Background: an optimization exercise with open tools, aiming at a short achievable clock period and few clock cycles. Do not read the settings as production practice.
The RTL was checked by simulation tests, not by an equivalence proof against the original design.

==> 11-28: inputs <==
==> flow/design.v <==
`default_nettype none
package cpu_pkg;
	localparam logic [5:0] OP_ALU  = 6'd0;
	localparam logic [5:0] OP_LWI  = 6'd2;
	localparam logic [5:0] OP_SWI  = 6'd3;
	localparam logic [5:0] OP_BEQ  = 6'd4;
	localparam logic [5:0] OP_ADDI = 6'd8;
	localparam int NT = 8;
endpackage
`default_nettype wire
`default_nettype none
module pipeline_top (
	input  logic        clk,
	input  logic        rst_n,
	input  logic [31:0] instruction,
	output logic        im_read,
	output logic [9:0]  im_address,
	output logic        dm_read,
	output logic        dm_write,
	output logic [11:0] dm_address,
	output logic [31:0] dm_in,
	input  logic [31:0] dm_out,
	output logic        alu_overflow
);
	localparam bit FOLD = 1'b1;
	localparam int NT   = cpu_pkg::NT;
	localparam int TW   = $clog2(NT);
	logic [9:0]  pc_f;
	logic        fetch_on;
	logic        v_d;
	logic [31:0] ir;
	logic [9:0]  pc_d;
	logic [4:0]  s2;        
	logic [9:0]  pn_d;      
	logic [9:0]  pp_d;      
	logic        pok_d;     
	logic        lok;       
	logic        e_wr, e_wrnl, e_ld, e_st, e_cb, e_ov;
	logic [4:0]  e_dest;
	logic [31:0] e_a, e_b, e_sd;
	logic        e_fa, e_fbp, e_fbn, e_fsd;
	logic        e_sub, e_and, e_or, e_xor, e_ar;
	logic [9:0]  e_tgt;
	logic        m_wr, m_ld, m_st, m_ovf;
	logic [4:0]  m_dest;
	logic [31:0] m_res, m_resn, m_sd;
	logic [31:0] rf [32];
	logic [NT-1:0] t_v;
	logic [9:0]    t_key [NT];
	logic [9:0]    t_nx  [NT];
	logic [TW-1:0] t_ptr;
	logic [NT-1:0] t_hit;
	logic [9:0]    t_pred;
	logic [9:0]    pn_f;
	always_comb begin
		t_pred = '0;
		for (int i = 0; i < NT; i++) begin
			t_hit[i] = t_v[i] && (t_key[i] == pc_f);
			t_pred   = t_pred | ({10{t_hit[i]}} & t_nx[i]);
		end
		pn_f = (|t_hit) ? t_pred : pc_f + 10'd1;
	end
	assign im_address = pc_f;
	assign im_read    = fetch_on;
	logic [5:0]  op;
	logic [4:0]  rt, ra, rb;
	logic [31:0] imm;
	logic        d_alu, d_addi, d_lw, d_sw, d_beq, d_jmp, d_cbr, d_nop;
	logic        d_wr, d_use_a, d_use_b, d_imm, d_sub;
	assign op  = ir[31:26];
	assign rt  = ir[25:21];
	assign ra  = ir[20:16];
	assign rb  = ir[15:11];
	assign imm = {{16{ir[15]}}, ir[15:0]};
	logic [5:0]  f_op;
	logic [4:0]  f_sub;
	logic        f_alu, f_beq;
	logic [13:0] f_dec, d_dec;
	assign f_op  = instruction[31:26];
	assign f_sub = instruction[4:0];
	assign f_alu = (f_op == cpu_pkg::OP_ALU) && (f_sub <= 5'd4);
	assign f_beq = (f_op == cpu_pkg::OP_BEQ);
	assign f_dec = {
		f_alu,                                                    
		f_op == cpu_pkg::OP_ADDI,                                 
		f_op == cpu_pkg::OP_LWI,                                  
		f_op == cpu_pkg::OP_SWI,                                  
		f_beq,                                                    
		f_beq && (instruction[25:21] == instruction[20:16]),      
		f_beq && (instruction[25:21] != instruction[20:16]),      
		!(f_alu || f_beq || f_op == cpu_pkg::OP_ADDI ||
		  f_op == cpu_pkg::OP_LWI || f_op == cpu_pkg::OP_SWI),    
		f_alu && (f_sub == 5'd1),                                 
		f_alu && (f_sub <= 5'd1),                                 
		f_alu && (f_sub == 5'd2),                                 
		f_alu && (f_sub == 5'd3),                                 
		f_alu && (f_sub == 5'd4),                                 
		1'b0
	};
	assign d_alu   = d_dec[13];
	assign d_addi  = d_dec[12];
	assign d_lw    = d_dec[11];
	assign d_sw    = d_dec[10];
	assign d_beq   = d_dec[9];
	assign d_jmp   = d_dec[8];
	assign d_cbr   = d_dec[7];
	assign d_nop   = d_dec[6];
	assign d_sub   = d_dec[5];
	assign d_wr    = d_alu || d_addi || d_lw;
	assign d_use_a = d_alu || d_addi || d_lw || d_sw || d_cbr;
	assign d_use_b = d_alu || d_sw || d_cbr;
	assign d_imm   = d_addi || d_lw || d_sw;
	logic stall;
	assign stall = v_d && e_ld &&
		((d_use_a && ra == e_dest) || (d_use_b && s2 == e_dest));
	logic [31:0] m_val;
	assign m_val = m_ld ? dm_out : m_res;
	logic [31:0] a_val, b_val;
	logic        fa, fb;
	assign a_val = (m_wr && m_dest == ra) ? m_val : rf[ra];
	assign b_val = (m_wr && m_dest == s2) ? m_val : rf[s2];
	assign fa = e_wrnl && e_dest == ra;
	assign fb = e_wrnl && e_dest == s2;
	logic [9:0] jtgt;    
	logic [31:0] A, Bx, sum, res;
	logic        ovf, e_redir;
	assign A   = e_fa ? m_res : e_a;
	assign Bx  = e_fbp ? m_res : (e_fbn ? m_resn : e_b);
	logic [32:0] pg_g [7];
	logic [32:0] pg_p [7];
	assign pg_g[0] = {A & Bx, e_sub};
	assign pg_p[0] = {A ^ Bx, 1'b0};
	for (genvar l = 0; l < 6; l++) begin : g_pfx
		for (genvar i = 0; i < 33; i++) begin : g_bit
			if (i >= (1 << l)) begin : g_op
				assign pg_g[l+1][i] = pg_g[l][i] | (pg_p[l][i] & pg_g[l][i - (1 << l)]);
				assign pg_p[l+1][i] = pg_p[l][i] & pg_p[l][i - (1 << l)];
			end else begin : g_pass
				assign pg_g[l+1][i] = pg_g[l][i];
				assign pg_p[l+1][i] = pg_p[l][i];
			end
		end
	end
	assign sum = pg_p[0][32:1] ^ pg_g[6][31:0];
	assign res = ({32{e_ar}} & sum) | ({32{e_and}} & (A & Bx)) |
		({32{e_or}} & (A | Bx)) | ({32{e_xor}} & (A ^ Bx));
	assign ovf = e_ov && (A[31] == Bx[31]) && (sum[31] != A[31]);
	logic eq_ab, eq_mb, eq_am;
	assign eq_ab = (e_a == e_b);
	assign eq_mb = (m_res == e_b);
	assign eq_am = (e_a == m_res);
	assign e_redir = e_cb && (e_fa ? (e_fbp || eq_mb) : (e_fbp ? eq_am : eq_ab));
	logic       d_redir;
	logic [9:0] d_tgt;
	if (FOLD) begin : g_fold
		assign d_redir = v_d && !e_redir && d_jmp && (pn_d != jtgt);
		assign d_tgt   = jtgt;
	end else begin : g_nofold
		assign d_redir = v_d && !e_redir && !stall &&
			(d_jmp ? (pn_d != jtgt) : (pn_d != pc_d + 10'd1));
		assign d_tgt   = d_jmp ? jtgt : pc_d + 10'd1;
	end
	logic          d_ok, l_fold, l_jmp, l_en;
	logic [9:0]    l_key, l_nx;
	logic [NT-1:0] l_hit;
	assign d_ok   = v_d && !stall;
	assign l_fold = FOLD && d_ok && pok_d && (d_jmp || d_nop);
	assign l_jmp  = d_ok && d_jmp && !l_fold;
	assign l_en   = l_fold || l_jmp;
	assign l_key  = l_fold ? pp_d : pc_d;
	assign l_nx   = d_jmp ? jtgt : pn_d;
	always_comb begin
		for (int i = 0; i < NT; i++) l_hit[i] = t_v[i] && (t_key[i] == l_key);
	end
	always_ff @(posedge clk or negedge rst_n) begin
		if (!rst_n) begin
			t_v   <= '0;
			t_ptr <= '0;
			for (int i = 0; i < NT; i++) begin
				t_key[i] <= '0;
				t_nx[i]  <= '0;
			end
		end else if (l_en) begin
			if (|l_hit) begin
				for (int i = 0; i < NT; i++) if (l_hit[i]) t_nx[i] <= l_nx;
			end else begin
				t_v[t_ptr]   <= 1'b1;
				t_key[t_ptr] <= l_key;
				t_nx[t_ptr]  <= l_nx;
				t_ptr        <= t_ptr + 1'b1;
			end
		end
	end
	always_ff @(posedge clk or negedge rst_n) begin
		if (!rst_n) begin
			pc_f     <= '0;
			fetch_on <= 1'b0;
			v_d      <= 1'b0;
			lok      <= 1'b0;
			ir       <= '0;
			d_dec    <= '0;
			jtgt     <= '0;
			s2       <= '0;
			pc_d     <= '0;
			pn_d     <= '0;
			pp_d     <= '0;
			pok_d    <= 1'b0;
		end else begin
			fetch_on <= 1'b1;
			if (e_redir) begin
				pc_f <= e_tgt;
				v_d  <= 1'b0;
				lok  <= 1'b0;
			end else if (d_redir) begin
				pc_f <= d_tgt;
				v_d  <= 1'b0;
				lok  <= 1'b0;
			end else if (!stall) begin
				pc_f  <= pn_f;
				v_d   <= 1'b1;
				ir    <= instruction;
				d_dec <= f_dec;
				jtgt  <= pc_f + instruction[9:0];
				s2    <= (instruction[31:26] == cpu_pkg::OP_ALU) ? instruction[15:11] : instruction[25:21];
				pc_d  <= pc_f;
				pn_d  <= pn_f;
				pp_d  <= pc_d;
				pok_d <= v_d ? !d_jmp : lok;
			end
		end
	end
	logic e_go;
	assign e_go = v_d && !stall && !e_redir && (d_alu || d_addi || d_lw || d_sw || d_cbr);
	always_ff @(posedge clk or negedge rst_n) begin
		if (!rst_n) begin
			e_wr   <= 1'b0;
			e_wrnl <= 1'b0;
			e_ld   <= 1'b0;
			e_st   <= 1'b0;
			e_cb   <= 1'b0;
			e_ov   <= 1'b0;
		end else begin
			e_wr   <= e_go && d_wr;
			e_wrnl <= e_go && (d_alu || d_addi);
			e_ld   <= e_go && d_lw;
			e_st   <= e_go && d_sw;
			e_cb   <= e_go && d_cbr;
			e_ov   <= e_go && (d_imm || d_dec[4]);
		end
	end
	always_ff @(posedge clk) begin
		e_dest <= rt;
		e_a    <= a_val;
		e_b    <= d_imm ? imm : (b_val ^ {32{d_sub}});
		e_sd   <= b_val;
		e_fa   <= fa;
		e_fbp  <= fb && !d_imm && !d_sub;
		e_fbn  <= fb && !d_imm && d_sub;
		e_fsd  <= fb;
		e_sub  <= d_sub;
		e_ar   <= d_imm || d_dec[4];
		e_and  <= d_dec[3];
		e_or   <= d_dec[2];
		e_xor  <= d_dec[1];
		e_tgt  <= jtgt;
	end
	always_ff @(posedge clk or negedge rst_n) begin
		if (!rst_n) begin
			m_wr  <= 1'b0;
			m_ld  <= 1'b0;
			m_st  <= 1'b0;
			m_ovf <= 1'b0;
		end else begin
			m_wr  <= e_wr;
			m_ld  <= e_ld;
			m_st  <= e_st;
			m_ovf <= ovf;
		end
	end
	always_ff @(posedge clk) begin
		m_dest <= e_dest;
		m_res  <= res;
		m_resn <= ~res;
	end
	logic [11:0] m_addr;
	always_ff @(posedge clk) begin
		if (e_ld || e_st) m_addr <= res[11:0];
		if (e_st) m_sd <= e_fsd ? m_res : e_sd;
	end
	assign dm_read      = m_ld;
	assign dm_write     = m_st;
	assign dm_address   = m_addr;
	assign dm_in        = m_sd;
	assign alu_overflow = m_ovf;
	always_ff @(posedge clk or negedge rst_n) begin
		if (!rst_n) begin
			for (int i = 0; i < 32; i++) rf[i] <= '0;
		end else if (m_wr) begin
			rf[m_dest] <= m_val;
		end
	end
endmodule
`default_nettype wire
==> flow/run.sh <==
#!/bin/bash
# synth_recipe.tcl (not shown) runs the flow's synth.tcl, then flattens the netlist and writes it again
# the make line also repeats each setting of config.mk as NAME=value (left out here)
make -C /OpenROAD-flow-scripts/flow DESIGN_CONFIG=/design/flow/config.mk WORK_HOME=/design/flow/orfs CLKGATE_MAP_FILE= SYNTH_SCRIPT=/design/flow/synth_recipe.tcl finish
==> flow/config.mk <==
export PLATFORM = sky130hd
export DESIGN_NAME = pipeline_top
export DESIGN_NICKNAME = pipeline_top
export VERILOG_FILES = /design/flow/design.v
export SDC_FILE = /design/flow/constraint.sdc
export NUM_CORES = 4
export LEC_CHECK = 0
export CAP_MARGIN = 20
export CORE_MARGIN = 2
export CORE_UTILIZATION = 40
export SETUP_SLACK_MARGIN = 5
export SLEW_MARGIN = 20
==> flow/constraint.sdc <==
create_clock -name core_clock -period 8.5 [get_ports {clk}]
set_input_delay 1.7000 -clock core_clock [delete_from_list [all_inputs] [get_ports {clk}]]
set_output_delay 1.7000 -clock core_clock [all_outputs]
set_load 0.01 [all_outputs]
==> inputs of 04-25, as changes to 11-28 <==
--- a/flow/design.v
+++ b/flow/design.v
@@ -163,14 +163,27 @@
 	logic          d_ok, l_fold, l_jmp, l_en;
 	logic [9:0]    l_key, l_nx;
 	logic [NT-1:0] l_hit;
-	assign d_ok   = v_d && !stall;
+	assign d_ok   = v_d;
 	assign l_fold = FOLD && d_ok && pok_d && (d_jmp || d_nop);
 	assign l_jmp  = d_ok && d_jmp && !l_fold;
 	assign l_en   = l_fold || l_jmp;
 	assign l_key  = l_fold ? pp_d : pc_d;
 	assign l_nx   = d_jmp ? jtgt : pn_d;
+	logic       lq_en;
+	logic [9:0] lq_key, lq_nx;
+	always_ff @(posedge clk or negedge rst_n) begin
+		if (!rst_n) begin
+			lq_en  <= 1'b0;
+			lq_key <= '0;
+			lq_nx  <= '0;
+		end else begin
+			lq_en  <= l_en;
+			lq_key <= l_key;
+			lq_nx  <= l_nx;
+		end
+	end
 	always_comb begin
-		for (int i = 0; i < NT; i++) l_hit[i] = t_v[i] && (t_key[i] == l_key);
+		for (int i = 0; i < NT; i++) l_hit[i] = t_v[i] && (t_key[i] == lq_key);
 	end
 	always_ff @(posedge clk or negedge rst_n) begin
 		if (!rst_n) begin
@@ -180,13 +193,13 @@
 				t_key[i] <= '0;
 				t_nx[i]  <= '0;
 			end
-		end else if (l_en) begin
+		end else if (lq_en) begin
 			if (|l_hit) begin
-				for (int i = 0; i < NT; i++) if (l_hit[i]) t_nx[i] <= l_nx;
+				for (int i = 0; i < NT; i++) if (l_hit[i]) t_nx[i] <= lq_nx;
 			end else begin
 				t_v[t_ptr]   <= 1'b1;
-				t_key[t_ptr] <= l_key;
-				t_nx[t_ptr]  <= l_nx;
+				t_key[t_ptr] <= lq_key;
+				t_nx[t_ptr]  <= lq_nx;
 				t_ptr        <= t_ptr + 1'b1;
 			end
 		end
@@ -197,14 +210,6 @@
 			fetch_on <= 1'b0;
 			v_d      <= 1'b0;
 			lok      <= 1'b0;
-			ir       <= '0;
-			d_dec    <= '0;
-			jtgt     <= '0;
-			s2       <= '0;
-			pc_d     <= '0;
-			pn_d     <= '0;
-			pp_d     <= '0;
-			pok_d    <= 1'b0;
 		end else begin
 			fetch_on <= 1'b1;
 			if (e_redir) begin
@@ -218,17 +223,30 @@
 			end else if (!stall) begin
 				pc_f  <= pn_f;
 				v_d   <= 1'b1;
-				ir    <= instruction;
-				d_dec <= f_dec;
-				jtgt  <= pc_f + instruction[9:0];
-				s2    <= (instruction[31:26] == cpu_pkg::OP_ALU) ? instruction[15:11] : instruction[25:21];
-				pc_d  <= pc_f;
-				pn_d  <= pn_f;
-				pp_d  <= pc_d;
-				pok_d <= v_d ? !d_jmp : lok;
 			end
 		end
 	end
+	always_ff @(posedge clk or negedge rst_n) begin
+		if (!rst_n) begin
+			ir       <= '0;
+			d_dec    <= '0;
+			jtgt     <= '0;
+			s2       <= '0;
+			pc_d     <= '0;
+			pn_d     <= '0;
+			pp_d     <= '0;
+			pok_d    <= 1'b0;
+		end else if (!stall) begin
+			ir    <= instruction;
+			d_dec <= f_dec;
+			jtgt  <= pc_f + instruction[9:0];
+			s2    <= (instruction[31:26] == cpu_pkg::OP_ALU) ? instruction[15:11] : instruction[25:21];
+			pc_d  <= pc_f;
+			pn_d  <= pn_f;
+			pp_d  <= pc_d;
+			pok_d <= v_d ? !d_jmp : lok;
+		end
+	end
 	logic e_go;
 	assign e_go = v_d && !stall && !e_redir && (d_alu || d_addi || d_lw || d_sw || d_cbr);
 	always_ff @(posedge clk or negedge rst_n) begin
==> metrics.cfg <==
[run_status]
status=complete, no violations

[floorplanning]
core_sq_um=186000

[setup_path]
worst_path_largest_cell_delay_ps=650

[place]
dpl.cell_count=9936

[power_and_ir_drop]
power_w=0.0225
pg_comb_w=0.00563

[finish]
clk_share_pct=6.47

-- figures above: 04-25

==> metrics.cfg <==
[run_status]
status=complete, no violations

[place]
dpl.cell_count=9695

[power_and_ir_drop]
power_w=0.0237
pg_comb_w=0.00678

[setup_path]
worst_path_largest_cell_delay_ps=560

[floorplanning]
core_sq_um=185000

-- figures above: 11-28

Testbench counts of 11-28, summed over its fixed seeds: cycles 112,154.
Testbench counts of 04-25, summed over its fixed seeds: cycles 112,154.

-- static timing again, ports no longer ideal --
Ports are ideal in the flow. The routed layouts listed here were re-timed in OpenROAD.
Step 1 sets driving cells, clkbuf_16 on the clock port and buf_2 on the other inputs (assumed; they add their load-dependent delay and slew).
Step 2 times the ports against the registers' clock, not the clock port: input delays grow and output delays shrink by t, the midpoint of the rising clock arrivals with the driver on.
a / b / c = no drivers / after step 1 / after step 2; a / b = the first two.
run	shift t [ns]	setup WS [ns]	clock arrival spread, ns	worst register clock-pin slew, ns
11-28	0.906	4.186 / 4.186 / 4.186	0.080 / 0.080	0.07 / 0.07
04-25	0.897	4.866 / 4.866 / 4.279	0.053 / 0.053	0.07 / 0.07
After both steps setup and hold are still met in every run listed. The setup slack of 04-25, which loses most, moves by 0.000 ns with the drivers and by -0.587 ns with both steps.
